This is an optimization exercise on Yosys and OpenROAD, whose aim is small area, not a production implementation.
Function was checked by simulation only, so behaviour that the tests miss may differ from the original.

==> job 1894 <==
Design lif_neuron_grid, start of the top module:
module lif_neuron_grid #(
  parameter int WIDTH    = 8,
  parameter int LAYERS   = 3,
  parameter int WEIGHT_W = 4,
  parameter int THR_W    = 6,
  parameter int ACC_W    = 8,
  parameter int REFRAC   = 2
) (
  input  logic             clk,
  input  logic             rst_n,
  input  logic             tick,
  input  logic [WIDTH-1:0] spike_in,
  input  logic             cfg_en,
  input  logic             cfg_data,
  output logic             cfg_out,
  output logic [WIDTH-1:0] spike_out,
  output logic             spike_valid
);
  localparam int CFG_W = 20;
  localparam int N     = LAYERS*WIDTH;
  localparam int CHAIN = N*CFG_W;
  localparam int NR    = (N-1) + 12;    
  localparam int NX    = CHAIN - NR;    
  function automatic int rpos(input int r);
    if (r < N-1) rpos = r*CFG_W;
    else         rpos = (N-1)*CFG_W + (r - (N-1));
  endfunction
  function automatic int xpos(input int x);
    if (x < (N-1)*(CFG_W-1)) xpos = (x/(CFG_W-1))*CFG_W + 1 + x%(CFG_W-1);
    else                     xpos = (N-1)*CFG_W + 12 + (x - (N-1)*(CFG_W-1));
  endfunction
  logic [CHAIN-1:0] chain_q, chain_d;
  logic [NR-1:0]    cr_q, cr_d;
  logic [NX-1:0]    cx_q, cx_d;
  logic [4:0]       nsh_q;              
  logic             flushed, top_ok;
  logic [N*8-1:0]   v_q, v_d;
  logic [N-1:0]     spk;
  logic             spike_valid_q;
  assign flushed = nsh_q[4] & nsh_q[1] & nsh_q[0];    
  assign top_ok  = nsh_q[4] | nsh_q[3];               
  always_comb begin
    chain_d = {cfg_data, chain_q[CHAIN-1:1]};
    for (int n = 0; n < N-1; n++)
      chain_d[n*CFG_W] = chain_q[n*CFG_W + 1] & flushed;
    chain_d[(N-1)*CFG_W + 11] = chain_q[(N-1)*CFG_W + 12] & top_ok;
  end
  genvar gr, gx;
  generate
    for (gr = 0; gr < NR; gr++) begin : g_cr
  ...
==> flow/config.mk <==
export PLATFORM = sky130hd
export DESIGN_NAME = lif_neuron_grid
export DESIGN_NICKNAME = lif_neuron_grid
export VERILOG_FILES = /design/flow/design.v
export SDC_FILE = /design/flow/constraint.sdc
export NUM_CORES = 4
export LEC_CHECK = 0
export CAP_MARGIN = 20
export CORE_MARGIN = 2
export CORE_UTILIZATION = 40
export SLEW_MARGIN = 20
export SYNTH_HIERARCHICAL = 1
==> flow/constraint.sdc <==
create_clock -name core_clock -period 7.5 [get_ports {clk}]
set_input_delay 1.5000 -clock core_clock [delete_from_list [all_inputs] [get_ports {clk}]]
set_output_delay 1.5000 -clock core_clock [all_outputs]
set_load 0.01 [all_outputs]
run.sh (not shown) runs the stock make flow with config.mk's settings and CLKGATE_MAP_FILE= SYNTH_SCRIPT=/design/flow/synth_recipe.tcl, a recipe that flattens the netlist after the stock synthesis.
==> inputs of job 788, as changes to job 1894 <==
--- a/flow/design.v
+++ b/flow/design.v
@@ -15,62 +15,21 @@
   output logic             cfg_out,
   output logic [WIDTH-1:0] spike_out,
   output logic             spike_valid
 );
   localparam int CFG_W = 20;
   localparam int N     = LAYERS*WIDTH;
   localparam int CHAIN = N*CFG_W;
-  localparam int NR    = (N-1) + 12;    
-  localparam int NX    = CHAIN - NR;    
-  function automatic int rpos(input int r);
-    if (r < N-1) rpos = r*CFG_W;
-    else         rpos = (N-1)*CFG_W + (r - (N-1));
-  endfunction
-  function automatic int xpos(input int x);
-    if (x < (N-1)*(CFG_W-1)) xpos = (x/(CFG_W-1))*CFG_W + 1 + x%(CFG_W-1);
-    else                     xpos = (N-1)*CFG_W + 12 + (x - (N-1)*(CFG_W-1));
-  endfunction
-  logic [CHAIN-1:0] chain_q, chain_d;
-  logic [NR-1:0]    cr_q, cr_d;
-  logic [NX-1:0]    cx_q, cx_d;
-  logic [4:0]       nsh_q;              
-  logic             flushed, top_ok;
+  logic [CHAIN-1:0] chain_q;
   logic [N*8-1:0]   v_q, v_d;
   logic [N-1:0]     spk;
   logic             spike_valid_q;
-  assign flushed = nsh_q[4] & nsh_q[1] & nsh_q[0];    
-  assign top_ok  = nsh_q[4] | nsh_q[3];               
-  always_comb begin
-    chain_d = {cfg_data, chain_q[CHAIN-1:1]};
-    for (int n = 0; n < N-1; n++)
-      chain_d[n*CFG_W] = chain_q[n*CFG_W + 1] & flushed;
-    chain_d[(N-1)*CFG_W + 11] = chain_q[(N-1)*CFG_W + 12] & top_ok;
-  end
-  genvar gr, gx;
-  generate
-    for (gr = 0; gr < NR; gr++) begin : g_cr
-      assign chain_q[rpos(gr)] = cr_q[gr];
-      assign cr_d[gr]          = chain_d[rpos(gr)];
-    end
-    for (gx = 0; gx < NX; gx++) begin : g_cx
-      assign chain_q[xpos(gx)] = cx_q[gx];
-      assign cx_d[gx]          = chain_d[xpos(gx)];
-    end
-  endgenerate
   always_ff @(posedge clk or negedge rst_n) begin
-    if (!rst_n) begin
-      cr_q  <= '0;
-      nsh_q <= '0;
-    end else if (cfg_en) begin
-      cr_q  <= cr_d;
-      if (!flushed) nsh_q <= nsh_q + 5'd1;
-    end
-  end
-  always_ff @(posedge clk) begin
-    if (cfg_en) cx_q <= cx_d;
+    if (!rst_n)      chain_q <= '0;
+    else if (cfg_en) chain_q <= {cfg_data, chain_q[CHAIN-1:1]};
   end
   always_ff @(posedge clk or negedge rst_n) begin
     if (!rst_n) begin
       v_q           <= '0;
       spike_valid_q <= 1'b0;
     end else begin
       v_q           <= v_d;
@@ -90,23 +49,23 @@
         localparam int NI = gl*WIDTH + gc;
         logic [7:0] vq;
         assign vq      = v_q[NI*8 +: 8];
         assign spk[NI] = ~vq[7] & vq[6] & vq[0];
         if (gc == 0) begin : g_left_edge
           lif_neuron_left u_n (
             .v_q(vq), .cfg(chain_q[NI*CFG_W +: CFG_W]), .tap_l(1'b0), .tap_c(src[gc]),
-            .tap_r(src[gc+1]), .tick(tick), .clr(cfg_en), .en(NI == N-1 ? top_ok : flushed), .v_d(v_d[NI*8 +: 8]));
+            .tap_r(src[gc+1]), .tick(tick), .clr(cfg_en), .v_d(v_d[NI*8 +: 8]));
         end else if (gc == WIDTH-1) begin : g_right_edge
           lif_neuron_right u_n (
             .v_q(vq), .cfg(chain_q[NI*CFG_W +: CFG_W]), .tap_l(src[gc-1]), .tap_c(src[gc]),
-            .tap_r(1'b0), .tick(tick), .clr(cfg_en), .en(NI == N-1 ? top_ok : flushed), .v_d(v_d[NI*8 +: 8]));
+            .tap_r(1'b0), .tick(tick), .clr(cfg_en), .v_d(v_d[NI*8 +: 8]));
         end else begin : g_mid
           lif_neuron_mid u_n (
             .v_q(vq), .cfg(chain_q[NI*CFG_W +: CFG_W]), .tap_l(src[gc-1]), .tap_c(src[gc]),
-            .tap_r(src[gc+1]), .tick(tick), .clr(cfg_en), .en(NI == N-1 ? top_ok : flushed), .v_d(v_d[NI*8 +: 8]));
+            .tap_r(src[gc+1]), .tick(tick), .clr(cfg_en), .v_d(v_d[NI*8 +: 8]));
         end
       end
     end
   endgenerate
   assign cfg_out     = chain_q[0];
   assign spike_out   = spk[N-1 -: WIDTH];
   assign spike_valid = spike_valid_q;
@@ -115,15 +74,14 @@
   input  logic [7:0]  v_q,
   input  logic [19:0] cfg,
   input  logic        tap_l,
   input  logic        tap_c,
   input  logic        tap_r,
   input  logic        tick,
   input  logic        clr,
-  input  logic        en,
   output logic [7:0]  v_d
 );
   logic [3:0] w_l, w_c, w_r;
   logic [5:0] thr;
   logic [1:0] leak;
   assign w_l  = cfg[3:0];
   assign w_c  = cfg[7:4];
@@ -151,25 +109,28 @@
   fa u_t3 (.a(v_q[1]), .b(nx[1]), .c(u_l[1]), .s(t3), .co(t4));
   fa u_t5 (.a(v_q[2]), .b(nx[2]), .c(u_l[2]), .s(t5), .co(t6));
   fa u_t7 (.a(v_q[3]), .b(nx[3]), .c(u_l[3]), .s(t7), .co(t8));
   ha u_t9 (.a(u_c[3]), .b(u_r[3]), .s(t9), .co(t10));
   ha u_t11 (.a(u_c[0]), .b(u_r[0]), .s(t11), .co(t12));
   fa u_t13 (.a(u_c[1]), .b(u_r[1]), .c(t2), .s(t13), .co(t14));
   fa u_t15 (.a(u_c[2]), .b(u_r[2]), .c(t4), .s(t15), .co(t16));
-  fa u_t17 (.a(t6), .b(t7), .c(1'b1), .s(t17), .co(t18));
+  assign t17 = ~(t6 ^ t7);
+  assign t18 = t6 | t7;
   fa u_t19 (.a(v_q[4]), .b(nx[4]), .c(t8), .s(t19), .co(t20));
   ha u_t21 (.a(v_q[5]), .b(nx[5]), .s(t21), .co(t22));
   ha u_t23 (.a(v_q[6]), .b(nx[6]), .s(t23), .co(t24));
   assign t25 = ~t1;
   fa u_t26 (.a(t3), .b(t12), .c(t13), .s(t26), .co(t27));
   fa u_t28 (.a(t5), .b(t14), .c(t15), .s(t28), .co(t29));
   fa u_t30 (.a(t9), .b(t16), .c(t17), .s(t30), .co(t31));
   fa u_t32 (.a(t10), .b(t18), .c(t19), .s(t32), .co(t33));
-  fa u_t34 (.a(t20), .b(t21), .c(1'b1), .s(t34), .co(t35));
-  fa u_t36 (.a(t22), .b(t23), .c(1'b1), .s(t36), .co(t37));
+  assign t34 = ~(t20 ^ t21);
+  assign t35 = t20 | t21;
+  assign t36 = ~(t22 ^ t23);
+  assign t37 = t22 | t23;
   ha u_t38 (.a(t11), .b(t25), .s(t38), .co(t39));
   fa u_t40 (.a(t1), .b(t26), .c(t39), .s(t40), .co(t41));
   fa u_t42 (.a(t27), .b(t28), .c(t41), .s(t42), .co(t43));
   fa u_t44 (.a(t29), .b(t30), .c(t43), .s(t44), .co(t45));
   fa u_t46 (.a(t31), .b(t32), .c(t45), .s(t46), .co(t47));
   fa u_t48 (.a(t33), .b(t34), .c(t47), .s(t48), .co(t49));
   fa u_t50 (.a(t35), .b(t36), .c(t49), .s(t50), .co(t51));
@@ -178,15 +139,15 @@
   logic [6:0] g;
   assign g[0] = 1'b1;
   always_comb begin
     for (int i = 0; i < 6; i++)
       g[i+1] = (raw[i] & ~thr[i]) | ((raw[i] | ~thr[i]) & g[i]);
   end
   logic thr_nz, ge, fire, in_ref, ovf_n;
-  assign thr_nz = en & (|thr);
+  assign thr_nz = |thr;
   assign ge     = ~raw[8] & (raw[7] | raw[6] | g[6]);
   assign fire   = thr_nz & ge;
   assign in_ref = ~v_q[7] & v_q[6];
   assign ovf_n  = raw[8] & ~raw[7];
   logic h, act, nr, f, q, p;
   assign h   = ~tick & ~clr;
   assign act = tick & ~clr;
@@ -203,15 +164,14 @@
   input  logic [7:0]  v_q,
   input  logic [19:0] cfg,
   input  logic        tap_l,
   input  logic        tap_c,
   input  logic        tap_r,
   input  logic        tick,
   input  logic        clr,
-  input  logic        en,
   output logic [7:0]  v_d
 );
   logic [3:0] w_l, w_c, w_r;
   logic [5:0] thr;
   logic [1:0] leak;
   assign w_l  = cfg[3:0];
   assign w_c  = cfg[7:4];
@@ -239,24 +199,27 @@
   ha u_t3 (.a(v_q[1]), .b(nx[1]), .s(t3), .co(t4));
   ha u_t5 (.a(v_q[2]), .b(nx[2]), .s(t5), .co(t6));
   ha u_t7 (.a(v_q[3]), .b(nx[3]), .s(t7), .co(t8));
   ha u_t9 (.a(u_c[0]), .b(u_r[0]), .s(t9), .co(t10));
   fa u_t11 (.a(u_c[1]), .b(u_r[1]), .c(t2), .s(t11), .co(t12));
   fa u_t13 (.a(u_c[2]), .b(u_r[2]), .c(t4), .s(t13), .co(t14));
   fa u_t15 (.a(u_c[3]), .b(u_r[3]), .c(t6), .s(t15), .co(t16));
-  fa u_t17 (.a(v_q[4]), .b(nx[4]), .c(1'b1), .s(t17), .co(t18));
+  assign t17 = ~(v_q[4] ^ nx[4]);
+  assign t18 = v_q[4] | nx[4];
   ha u_t19 (.a(v_q[5]), .b(nx[5]), .s(t19), .co(t20));
   ha u_t21 (.a(v_q[6]), .b(nx[6]), .s(t21), .co(t22));
   assign t23 = ~t1;
   fa u_t24 (.a(t3), .b(t10), .c(t11), .s(t24), .co(t25));
   fa u_t26 (.a(t5), .b(t12), .c(t13), .s(t26), .co(t27));
   fa u_t28 (.a(t7), .b(t14), .c(t15), .s(t28), .co(t29));
   fa u_t30 (.a(t8), .b(t16), .c(t17), .s(t30), .co(t31));
-  fa u_t32 (.a(t18), .b(t19), .c(1'b1), .s(t32), .co(t33));
-  fa u_t34 (.a(t20), .b(t21), .c(1'b1), .s(t34), .co(t35));
+  assign t32 = ~(t18 ^ t19);
+  assign t33 = t18 | t19;
+  assign t34 = ~(t20 ^ t21);
+  assign t35 = t20 | t21;
   ha u_t36 (.a(t9), .b(t23), .s(t36), .co(t37));
   fa u_t38 (.a(t1), .b(t24), .c(t37), .s(t38), .co(t39));
   fa u_t40 (.a(t25), .b(t26), .c(t39), .s(t40), .co(t41));
   fa u_t42 (.a(t27), .b(t28), .c(t41), .s(t42), .co(t43));
   fa u_t44 (.a(t29), .b(t30), .c(t43), .s(t44), .co(t45));
   fa u_t46 (.a(t31), .b(t32), .c(t45), .s(t46), .co(t47));
   fa u_t48 (.a(t33), .b(t34), .c(t47), .s(t48), .co(t49));
@@ -265,15 +228,15 @@
   logic [6:0] g;
   assign g[0] = 1'b1;
   always_comb begin
     for (int i = 0; i < 6; i++)
       g[i+1] = (raw[i] & ~thr[i]) | ((raw[i] | ~thr[i]) & g[i]);
   end
   logic thr_nz, ge, fire, in_ref, ovf_n;
-  assign thr_nz = en & (|thr);
+  assign thr_nz = |thr;
   assign ge     = ~raw[8] & (raw[7] | raw[6] | g[6]);
   assign fire   = thr_nz & ge;
   assign in_ref = ~v_q[7] & v_q[6];
   assign ovf_n  = raw[8] & ~raw[7];
   logic h, act, nr, f, q, p;
   assign h   = ~tick & ~clr;
   assign act = tick & ~clr;
@@ -290,15 +253,14 @@
   input  logic [7:0]  v_q,
   input  logic [19:0] cfg,
   input  logic        tap_l,
   input  logic        tap_c,
   input  logic        tap_r,
   input  logic        tick,
   input  logic        clr,
-  input  logic        en,
   output logic [7:0]  v_d
 );
   logic [3:0] w_l, w_c, w_r;
   logic [5:0] thr;
   logic [1:0] leak;
   assign w_l  = cfg[3:0];
   assign w_c  = cfg[7:4];
@@ -326,24 +288,27 @@
   ha u_t3 (.a(v_q[1]), .b(nx[1]), .s(t3), .co(t4));
   ha u_t5 (.a(v_q[2]), .b(nx[2]), .s(t5), .co(t6));
   ha u_t7 (.a(v_q[3]), .b(nx[3]), .s(t7), .co(t8));
   ha u_t9 (.a(u_l[0]), .b(u_c[0]), .s(t9), .co(t10));
   fa u_t11 (.a(u_l[1]), .b(u_c[1]), .c(t2), .s(t11), .co(t12));
   fa u_t13 (.a(u_l[2]), .b(u_c[2]), .c(t4), .s(t13), .co(t14));
   fa u_t15 (.a(u_l[3]), .b(u_c[3]), .c(t6), .s(t15), .co(t16));
-  fa u_t17 (.a(v_q[4]), .b(nx[4]), .c(1'b1), .s(t17), .co(t18));
+  assign t17 = ~(v_q[4] ^ nx[4]);
+  assign t18 = v_q[4] | nx[4];
   ha u_t19 (.a(v_q[5]), .b(nx[5]), .s(t19), .co(t20));
   ha u_t21 (.a(v_q[6]), .b(nx[6]), .s(t21), .co(t22));
   assign t23 = ~t1;
   fa u_t24 (.a(t3), .b(t10), .c(t11), .s(t24), .co(t25));
   fa u_t26 (.a(t5), .b(t12), .c(t13), .s(t26), .co(t27));
   fa u_t28 (.a(t7), .b(t14), .c(t15), .s(t28), .co(t29));
   fa u_t30 (.a(t8), .b(t16), .c(t17), .s(t30), .co(t31));
-  fa u_t32 (.a(t18), .b(t19), .c(1'b1), .s(t32), .co(t33));
-  fa u_t34 (.a(t20), .b(t21), .c(1'b1), .s(t34), .co(t35));
+  assign t32 = ~(t18 ^ t19);
+  assign t33 = t18 | t19;
+  assign t34 = ~(t20 ^ t21);
+  assign t35 = t20 | t21;
   ha u_t36 (.a(t9), .b(t23), .s(t36), .co(t37));
   fa u_t38 (.a(t1), .b(t24), .c(t37), .s(t38), .co(t39));
   fa u_t40 (.a(t25), .b(t26), .c(t39), .s(t40), .co(t41));
   fa u_t42 (.a(t27), .b(t28), .c(t41), .s(t42), .co(t43));
   fa u_t44 (.a(t29), .b(t30), .c(t43), .s(t44), .co(t45));
   fa u_t46 (.a(t31), .b(t32), .c(t45), .s(t46), .co(t47));
   fa u_t48 (.a(t33), .b(t34), .c(t47), .s(t48), .co(t49));
@@ -352,15 +317,15 @@
   logic [6:0] g;
   assign g[0] = 1'b1;
   always_comb begin
     for (int i = 0; i < 6; i++)
       g[i+1] = (raw[i] & ~thr[i]) | ((raw[i] | ~thr[i]) & g[i]);
   end
   logic thr_nz, ge, fire, in_ref, ovf_n;
-  assign thr_nz = en & (|thr);
+  assign thr_nz = |thr;
   assign ge     = ~raw[8] & (raw[7] | raw[6] | g[6]);
   assign fire   = thr_nz & ge;
   assign in_ref = ~v_q[7] & v_q[6];
   assign ovf_n  = raw[8] & ~raw[7];
   logic h, act, nr, f, q, p;
   assign h   = ~tick & ~clr;
   assign act = tick & ~clr;
==> inputs of job 1387, as changes to job 1894 <==
--- a/flow/design.v
+++ b/flow/design.v
@@ -15,33 +15,34 @@
   output logic             cfg_out,
   output logic [WIDTH-1:0] spike_out,
   output logic             spike_valid
 );
   localparam int CFG_W = 20;
   localparam int N     = LAYERS*WIDTH;
   localparam int CHAIN = N*CFG_W;
-  localparam int NR    = (N-1) + 12;    
+  localparam int NR    = 1 + 12;        
   localparam int NX    = CHAIN - NR;    
   function automatic int rpos(input int r);
-    if (r < N-1) rpos = r*CFG_W;
-    else         rpos = (N-1)*CFG_W + (r - (N-1));
+    if (r == 0) rpos = 0;
+    else        rpos = (N-1)*CFG_W + (r - 1);
   endfunction
   function automatic int xpos(input int x);
-    if (x < (N-1)*(CFG_W-1)) xpos = (x/(CFG_W-1))*CFG_W + 1 + x%(CFG_W-1);
-    else                     xpos = (N-1)*CFG_W + 12 + (x - (N-1)*(CFG_W-1));
+    if (x < (N-1)*CFG_W - 1) xpos = x + 1;
+    else                     xpos = (N-1)*CFG_W + 12 + (x - ((N-1)*CFG_W - 1));
   endfunction
   logic [CHAIN-1:0] chain_q, chain_d;
   logic [NR-1:0]    cr_q, cr_d;
   logic [NX-1:0]    cx_q, cx_d;
   logic [4:0]       nsh_q;              
   logic             flushed, top_ok;
   logic [N*8-1:0]   v_q, v_d;
   logic [N-1:0]     spk;
   logic             spike_valid_q;
-  assign flushed = nsh_q[4] & nsh_q[1] & nsh_q[0];    
+  logic             known_q;            
+  assign flushed = nsh_q[4] & nsh_q[2];               
   assign top_ok  = nsh_q[4] | nsh_q[3];               
   always_comb begin
     chain_d = {cfg_data, chain_q[CHAIN-1:1]};
     for (int n = 0; n < N-1; n++)
       chain_d[n*CFG_W] = chain_q[n*CFG_W + 1] & flushed;
     chain_d[(N-1)*CFG_W + 11] = chain_q[(N-1)*CFG_W + 12] & top_ok;
   end
@@ -66,21 +67,24 @@
     end
   end
   always_ff @(posedge clk) begin
     if (cfg_en) cx_q <= cx_d;
   end
   always_ff @(posedge clk or negedge rst_n) begin
     if (!rst_n) begin
-      v_q           <= '0;
       spike_valid_q <= 1'b0;
+      known_q       <= 1'b0;
     end else begin
-      v_q           <= v_d;
       spike_valid_q <= tick & ~cfg_en;
+      if (tick | cfg_en) known_q <= 1'b1;
     end
   end
+  always_ff @(posedge clk) begin
+    v_q <= v_d;
+  end
   genvar gl, gc;
   generate
     for (gl = 0; gl < LAYERS; gl++) begin : g_layer
       logic [WIDTH-1:0] src;
       if (gl == 0) begin : g_src_in
         assign src = spike_in;
       end else begin : g_src_prev
@@ -104,15 +108,15 @@
             .v_q(vq), .cfg(chain_q[NI*CFG_W +: CFG_W]), .tap_l(src[gc-1]), .tap_c(src[gc]),
             .tap_r(src[gc+1]), .tick(tick), .clr(cfg_en), .en(NI == N-1 ? top_ok : flushed), .v_d(v_d[NI*8 +: 8]));
         end
       end
     end
   endgenerate
   assign cfg_out     = chain_q[0];
-  assign spike_out   = spk[N-1 -: WIDTH];
+  assign spike_out   = spk[N-1 -: WIDTH] & {WIDTH{known_q}};
   assign spike_valid = spike_valid_q;
 endmodule
 module lif_neuron_mid (
   input  logic [7:0]  v_q,
   input  logic [19:0] cfg,
   input  logic        tap_l,
   input  logic        tap_c,
@@ -172,16 +176,16 @@
   fa u_t44 (.a(t29), .b(t30), .c(t43), .s(t44), .co(t45));
   fa u_t46 (.a(t31), .b(t32), .c(t45), .s(t46), .co(t47));
   fa u_t48 (.a(t33), .b(t34), .c(t47), .s(t48), .co(t49));
   fa u_t50 (.a(t35), .b(t36), .c(t49), .s(t50), .co(t51));
   fa u_t52 (.a(t24), .b(t37), .c(t51), .s(t52), .co(t53));
   assign raw = {1'b1 ^ t53, t52, t50, t48, t46, t44, t42, t40, t38};
   logic [6:0] g;
-  assign g[0] = 1'b1;
   always_comb begin
+    g[0] = 1'b1;
     for (int i = 0; i < 6; i++)
       g[i+1] = (raw[i] & ~thr[i]) | ((raw[i] | ~thr[i]) & g[i]);
   end
   logic thr_nz, ge, fire, in_ref, ovf_n;
   assign thr_nz = en & (|thr);
   assign ge     = ~raw[8] & (raw[7] | raw[6] | g[6]);
   assign fire   = thr_nz & ge;
@@ -191,15 +195,15 @@
   assign h   = ~tick & ~clr;
   assign act = tick & ~clr;
   assign nr  = act & ~in_ref;
   assign f   = nr & fire;
   assign q   = nr & ~fire & thr_nz;
   assign p   = q & ~ovf_n;
   assign v_d[7]   = (h & v_q[7]) | (q & raw[8]);
-  assign v_d[6]   = (h & v_q[6]) | (act & in_ref & v_q[0]) | f | (p & raw[6]);
+  assign v_d[6]   = (h & v_q[6]) | (act & en & in_ref & v_q[0]) | f | (p & raw[6]);
   assign v_d[5:1] = ({5{h}} & v_q[5:1]) | ({5{p}} & raw[5:1]);
   assign v_d[0]   = (h & v_q[0]) | f | (p & raw[0]);
 endmodule
 module lif_neuron_left (
   input  logic [7:0]  v_q,
   input  logic [19:0] cfg,
   input  logic        tap_l,
@@ -259,16 +263,16 @@
   fa u_t42 (.a(t27), .b(t28), .c(t41), .s(t42), .co(t43));
   fa u_t44 (.a(t29), .b(t30), .c(t43), .s(t44), .co(t45));
   fa u_t46 (.a(t31), .b(t32), .c(t45), .s(t46), .co(t47));
   fa u_t48 (.a(t33), .b(t34), .c(t47), .s(t48), .co(t49));
   fa u_t50 (.a(t22), .b(t35), .c(t49), .s(t50), .co(t51));
   assign raw = {1'b1 ^ t51, t50, t48, t46, t44, t42, t40, t38, t36};
   logic [6:0] g;
-  assign g[0] = 1'b1;
   always_comb begin
+    g[0] = 1'b1;
     for (int i = 0; i < 6; i++)
       g[i+1] = (raw[i] & ~thr[i]) | ((raw[i] | ~thr[i]) & g[i]);
   end
   logic thr_nz, ge, fire, in_ref, ovf_n;
   assign thr_nz = en & (|thr);
   assign ge     = ~raw[8] & (raw[7] | raw[6] | g[6]);
   assign fire   = thr_nz & ge;
@@ -278,15 +282,15 @@
   assign h   = ~tick & ~clr;
   assign act = tick & ~clr;
   assign nr  = act & ~in_ref;
   assign f   = nr & fire;
   assign q   = nr & ~fire & thr_nz;
   assign p   = q & ~ovf_n;
   assign v_d[7]   = (h & v_q[7]) | (q & raw[8]);
-  assign v_d[6]   = (h & v_q[6]) | (act & in_ref & v_q[0]) | f | (p & raw[6]);
+  assign v_d[6]   = (h & v_q[6]) | (act & en & in_ref & v_q[0]) | f | (p & raw[6]);
   assign v_d[5:1] = ({5{h}} & v_q[5:1]) | ({5{p}} & raw[5:1]);
   assign v_d[0]   = (h & v_q[0]) | f | (p & raw[0]);
 endmodule
 module lif_neuron_right (
   input  logic [7:0]  v_q,
   input  logic [19:0] cfg,
   input  logic        tap_l,
@@ -346,16 +350,16 @@
   fa u_t42 (.a(t27), .b(t28), .c(t41), .s(t42), .co(t43));
   fa u_t44 (.a(t29), .b(t30), .c(t43), .s(t44), .co(t45));
   fa u_t46 (.a(t31), .b(t32), .c(t45), .s(t46), .co(t47));
   fa u_t48 (.a(t33), .b(t34), .c(t47), .s(t48), .co(t49));
   fa u_t50 (.a(t22), .b(t35), .c(t49), .s(t50), .co(t51));
   assign raw = {1'b1 ^ t51, t50, t48, t46, t44, t42, t40, t38, t36};
   logic [6:0] g;
-  assign g[0] = 1'b1;
   always_comb begin
+    g[0] = 1'b1;
     for (int i = 0; i < 6; i++)
       g[i+1] = (raw[i] & ~thr[i]) | ((raw[i] | ~thr[i]) & g[i]);
   end
   logic thr_nz, ge, fire, in_ref, ovf_n;
   assign thr_nz = en & (|thr);
   assign ge     = ~raw[8] & (raw[7] | raw[6] | g[6]);
   assign fire   = thr_nz & ge;
@@ -365,15 +369,15 @@
   assign h   = ~tick & ~clr;
   assign act = tick & ~clr;
   assign nr  = act & ~in_ref;
   assign f   = nr & fire;
   assign q   = nr & ~fire & thr_nz;
   assign p   = q & ~ovf_n;
   assign v_d[7]   = (h & v_q[7]) | (q & raw[8]);
-  assign v_d[6]   = (h & v_q[6]) | (act & in_ref & v_q[0]) | f | (p & raw[6]);
+  assign v_d[6]   = (h & v_q[6]) | (act & en & in_ref & v_q[0]) | f | (p & raw[6]);
   assign v_d[5:1] = ({5{h}} & v_q[5:1]) | ({5{p}} & raw[5:1]);
   assign v_d[0]   = (h & v_q[0]) | f | (p & raw[0]);
 endmodule
 module fa (
   input  logic a,
   input  logic b,
   input  logic c,
- CORE_UTILIZATION: 40 -> 60
- CTS_BUF_LIST: not set -> sky130_fd_sc_hd__clkbuf_16
- CTS_CLUSTER_DIAMETER: not set -> 60
- CTS_CLUSTER_SIZE: not set -> 30
==> comparison <==
- Of job 788 and job 1387, job 788 has the higher area after synthesis (gap 9.1%, measured against job 1387).
- In job 788 the register-to-register slack is higher than in job 1894, by 290 ps.
- Synthesized cell count: job 1387 is smaller than job 1894 (about 0.75%).
- Sequential cell count: job 1387 > job 1894 > job 788.
- Critical path depth is the same in job 788 and job 1387.
- Against job 1387, the die area of job 788 is higher by about 60%.
- Against job 1894, the non-clock buffer count of job 788 is lower by 14.

## port drivers added, routing unchanged
In the flow no input, the clock included, has a driving cell. The finished layouts below were timed again as built, in two steps.
Step 1 (the two cells are an assumption about what drives the block):
set clk [get_ports {clk}]
set_driving_cell -lib_cell sky130_fd_sc_hd__clkbuf_16 $clk
set_driving_cell -lib_cell sky130_fd_sc_hd__buf_2 [delete_from_list [all_inputs] $clk]
Step 2 also shifts input and output timing later by t, the mid clock arrival at the registers, as if the neighbouring blocks saw the same clock.
Slacks: ideal / step 1 / step 2; pairs: ideal / step 1.
run	t (ns)	setup slack, ns	worst setup path at the end
job 1894	0.688	0.691 / 0.735 / 0.047	input to register
job 788	0.680	0.858 / 0.902 / 0.222	input to register
job 1387	0.707	0.627 / 0.672 / -0.034	input to register
With both steps, setup timing fails in job 1387, where it was met with ideal ports. For job 1387, which loses most, drivers alone change the setup slack by +0.045 ns; drivers and shift together by -0.661 ns.
